What follows belongs to an exercise in optimizing a design on an open flow for small area, a short achievable clock period and few clock cycles; a production flow would make more cautious choices. In this exercise RTL edits were held to simulation tests only and were not proved equivalent to the original.

## matrix_mac_top
module matrix_mac_top (
        input  logic                        clk,
        input  logic                        rst,
        input  logic                        trg,
        input  logic [COL_W-1:0]            num_cols,
        input  logic [BEAT_W-1:0]           num_beats,
        input  logic [NUM_LANES*WORD_W-1:0] adc_rdat,
        input  logic [WORD_W-1:0]           coe_rdat,
        input  logic                        res_credit,
        output logic [BEAT_W-1:0]           adc_adr,
        output logic [COE_ADR_W-1:0]        coe_adr,
        output logic                        busy,
        output logic                        res_valid,
        output logic [LANE_W-1:0]           res_lane,
        output logic [ACC_W-1:0]            res_dat
);
        logic                       flush;
        logic                       s1_pre;
        logic                       t3_v;
        logic                       t3_first;
        logic                       t3_last;
        logic                       t3_pre;
        logic                       t3_jl;
        logic                       cin;
        logic                       ld_nx;
        logic                       ld_inv;
        logic                       ld_init;
        logic                       init_zero;
        logic                       y_zero;
        logic                       grp_now;
        logic [WORD_W-1:0]          coe_m;
        logic [NUM_LANES*ACC_W-1:0] lane_acc;
        logic [CORR_W-1:0]          y_acc;
        matrix_seq i_matrix_seq (
  ...
Settings: LEC_CHECK=0, ABC_CLOCK_PERIOD_IN_PS=4000, CAP_MARGIN=20, CORE_MARGIN=2, CORE_UTILIZATION=40, CTS_CLUSTER_DIAMETER=100, CTS_CLUSTER_SIZE=20, SETUP_SLACK_MARGIN=5, SLEW_MARGIN=20; clock period 10.0 ns.
standard.sh (not shown) runs the stock make flow with config.mk's settings and CLKGATE_MAP_FILE= SYNTH_SCRIPT=/design/flow/synth_recipe.tcl, a recipe that flattens the netlist after the stock synthesis.
==> flow/flow/run.sh <==
#!/bin/bash
# Layout flow: the standard ORFS flow, with the synthesis script changed so that
# Yosys's generic "synth -run fine:" step skips its quick ABC pass (-noabc). That pass
# scrambles the polarity of the carry-save adder trees, which extract_fa then maps with
# extra inverters. Registers and everything after synthesis are as in the standard flow.
# Extra ORFS variables for the layout steps (e.g. a tighter setup slack margin for the
# repair steps) are read from flow/extra_vars.txt.
set -euo pipefail
D=$(pwd)
mkdir -p "$D/mylogs"
sed -e 's/synth -top \$::env(DESIGN_NAME) -run fine: {\*}\$synth_full_args/synth -top $::env(DESIGN_NAME) -run fine: -noabc {*}$synth_full_args/' \
    "$FLOW_HOME/scripts/synth.tcl" > "$D/synth_noabc.tcl"
grep -q 'run fine: -noabc' "$D/synth_noabc.tcl"
sed -e "s#source \$::env(SCRIPTS_DIR)/synth.tcl#source $D/synth_noabc.tcl#" synth_recipe.tcl > "$D/my_synth.tcl"
grep -q "synth_noabc.tcl" "$D/my_synth.tcl"
EXTRA=""
if [[ -f flow/extra_vars.txt ]]; then EXTRA=$(grep -v '^#' flow/extra_vars.txt | tr '\n' ' '); fi
sed -e "s#SYNTH_SCRIPT=[^ ]*#SYNTH_SCRIPT=$D/my_synth.tcl#" \
    -e "s#\"\${@:-finish}\"#$EXTRA \"\${@:-finish}\"#" standard.sh > "$D/my_standard.sh"
grep -q "my_synth.tcl" "$D/my_standard.sh"
bash "$D/my_standard.sh" > "$D/mylogs/flow_make.log" 2>&1
==> flow/flow/extra_vars.txt <==
SETUP_SLACK_MARGIN=6.0
Testbench counts at the start, summed over its fixed seeds: cycles 38,803.
Then changed:
==> flow/flow/extra_vars.txt (replaced) <==
SETUP_SLACK_MARGIN=5.85
Outcome: The new run finished clean. Utilization went down by 1.9 points. Non-clock buffer count falls by 447. Wire length decreases by 1.8%. Final cell count fell by 2.7%. Clock skew barely changes.
Then changed:
==> flow/flow/extra_vars.txt (replaced) <==
SETUP_SLACK_MARGIN=5.7
Result: The new run finished with timing, DRC and antenna clean. Setup slack is worse by 0.13 ns. Via count goes down slightly. Die area is unchanged. Count of clock-buffer cells in the layout stays the same. Cell area shrinks slightly.


Setup of delta:
matrix_mac_top, a different RTL version from the one above (not shown whole).
For scale: roughly 130000 um^2 of cells after synthesis.
## matrix_mac_top
module matrix_mac_top (
        input  logic                        clk,
        input  logic                        rst,
        input  logic                        trg,
        input  logic [COL_W-1:0]            num_cols,
        input  logic [BEAT_W-1:0]           num_beats,
        input  logic [NUM_LANES*WORD_W-1:0] adc_rdat,
        input  logic [WORD_W-1:0]           coe_rdat,
        input  logic                        res_credit,
        output logic [BEAT_W-1:0]           adc_adr,
        output logic [COE_ADR_W-1:0]        coe_adr,
        output logic                        busy,
        output logic                        res_valid,
        output logic [LANE_W-1:0]           res_lane,
        output logic [ACC_W-1:0]            res_dat
);
export LEC_CHECK = 0
export ABC_CLOCK_PERIOD_IN_PS = 4000
export CAP_MARGIN = 20
export CORE_MARGIN = 2
export CORE_UTILIZATION = 40
export SETUP_SLACK_MARGIN = 5
export SLEW_MARGIN = 20
create_clock -name core_clock -period 10.0 [get_ports {clk}]
==> flow/flow/run.sh <==
#!/bin/bash
# Layout flow: the standard ORFS flow, with the synthesis script changed so that
# Yosys's generic "synth -run fine:" step skips its quick ABC pass (-noabc). That pass
# scrambles the polarity of the carry-save adder trees, which extract_fa then maps with
# extra inverters. Registers and everything after synthesis are as in the standard flow.
# Extra ORFS variables for the layout steps are read from flow/extra_vars.txt.
set -euo pipefail
D=$(pwd)
mkdir -p "$D/mylogs"
sed -e 's/synth -top \$::env(DESIGN_NAME) -run fine: {\*}\$synth_full_args/synth -top $::env(DESIGN_NAME) -run fine: -noabc {*}$synth_full_args/' \
    "$FLOW_HOME/scripts/synth.tcl" > "$D/synth_noabc.tcl"
grep -q 'run fine: -noabc' "$D/synth_noabc.tcl"
sed -e "s#source \$::env(SCRIPTS_DIR)/synth.tcl#source $D/synth_noabc.tcl#" synth_recipe.tcl > "$D/my_synth.tcl"
grep -q "synth_noabc.tcl" "$D/my_synth.tcl"
EXTRA=""
if [[ -f flow/extra_vars.txt ]]; then EXTRA=$(grep -v '^#' flow/extra_vars.txt | tr '\n' ' '); fi
sed -e "s#SYNTH_SCRIPT=[^ ]*#SYNTH_SCRIPT=$D/my_synth.tcl#" \
    -e "s#\"\${@:-finish}\"#$EXTRA \"\${@:-finish}\"#" standard.sh > "$D/my_standard.sh"
grep -q "my_synth.tcl" "$D/my_standard.sh"
bash "$D/my_standard.sh" > "$D/mylogs/flow_make.log" 2>&1
==> flow/flow/extra_vars.txt <==
SETUP_SLACK_MARGIN=5.5
Testbench counts of delta, summed over its fixed seeds: cycles 38,803.
diff inputs: delta => onyx
==> flow/flow/extra_vars.txt <==
SETUP_SLACK_MARGIN=6.0
### Flow results
Diff delta -> onyx: post-route cell area increased by 9800 um^2 relative to the old numbers, area taken by flip-flops and latches increased by about 2% relative to the old numbers, final critical-path share of the clock period decreased by 0.97 points relative to the old numbers.

[port drivers added, routing unchanged]
No port has a modelled driver above. Below, the same layouts with a new extraction and two added sets of constraints.
Step 1: set_driving_cell puts a clkbuf_16 on clk and a buf_2 on each other input, an assumption about the parent block.
Step 2 adds t to the input delays and takes it off the output delays; t is the mean of the earliest and latest rising clock arrival at the registers after step 1. Input paths then give back, and output paths get back, about the clock's delay inside the block.
a / b / c = ideal ports / drivers / drivers and shift; a / b = the first two.
run	shift t [ns]	setup WS [ns]	latest minus earliest clock arrival (ns)	slew at the worst register clock pin (ns)	cell pins on the clock port's net
the first run of note 1	0.967	5.868 / 5.886 / 4.957	0.098 / 0.098	0.10 / 0.10	1
the second run of note 1	0.968	5.853 / 5.853 / 4.940	0.103 / 0.102	0.09 / 0.09	1
the third run of note 1	0.972	5.724 / 5.724 / 4.789	0.101 / 0.100	0.09 / 0.09	1
delta	0.941	5.335 / 5.335 / 4.620	0.060 / 0.060	0.07 / 0.07	1
onyx	0.938	5.432 / 5.432 / 4.629	0.063 / 0.063	0.07 / 0.07	1
After both steps setup and hold are still met in every run listed. For the third run of note 1, which loses most, drivers alone change the setup slack by 0.000 ns; drivers and shift together by -0.935 ns.
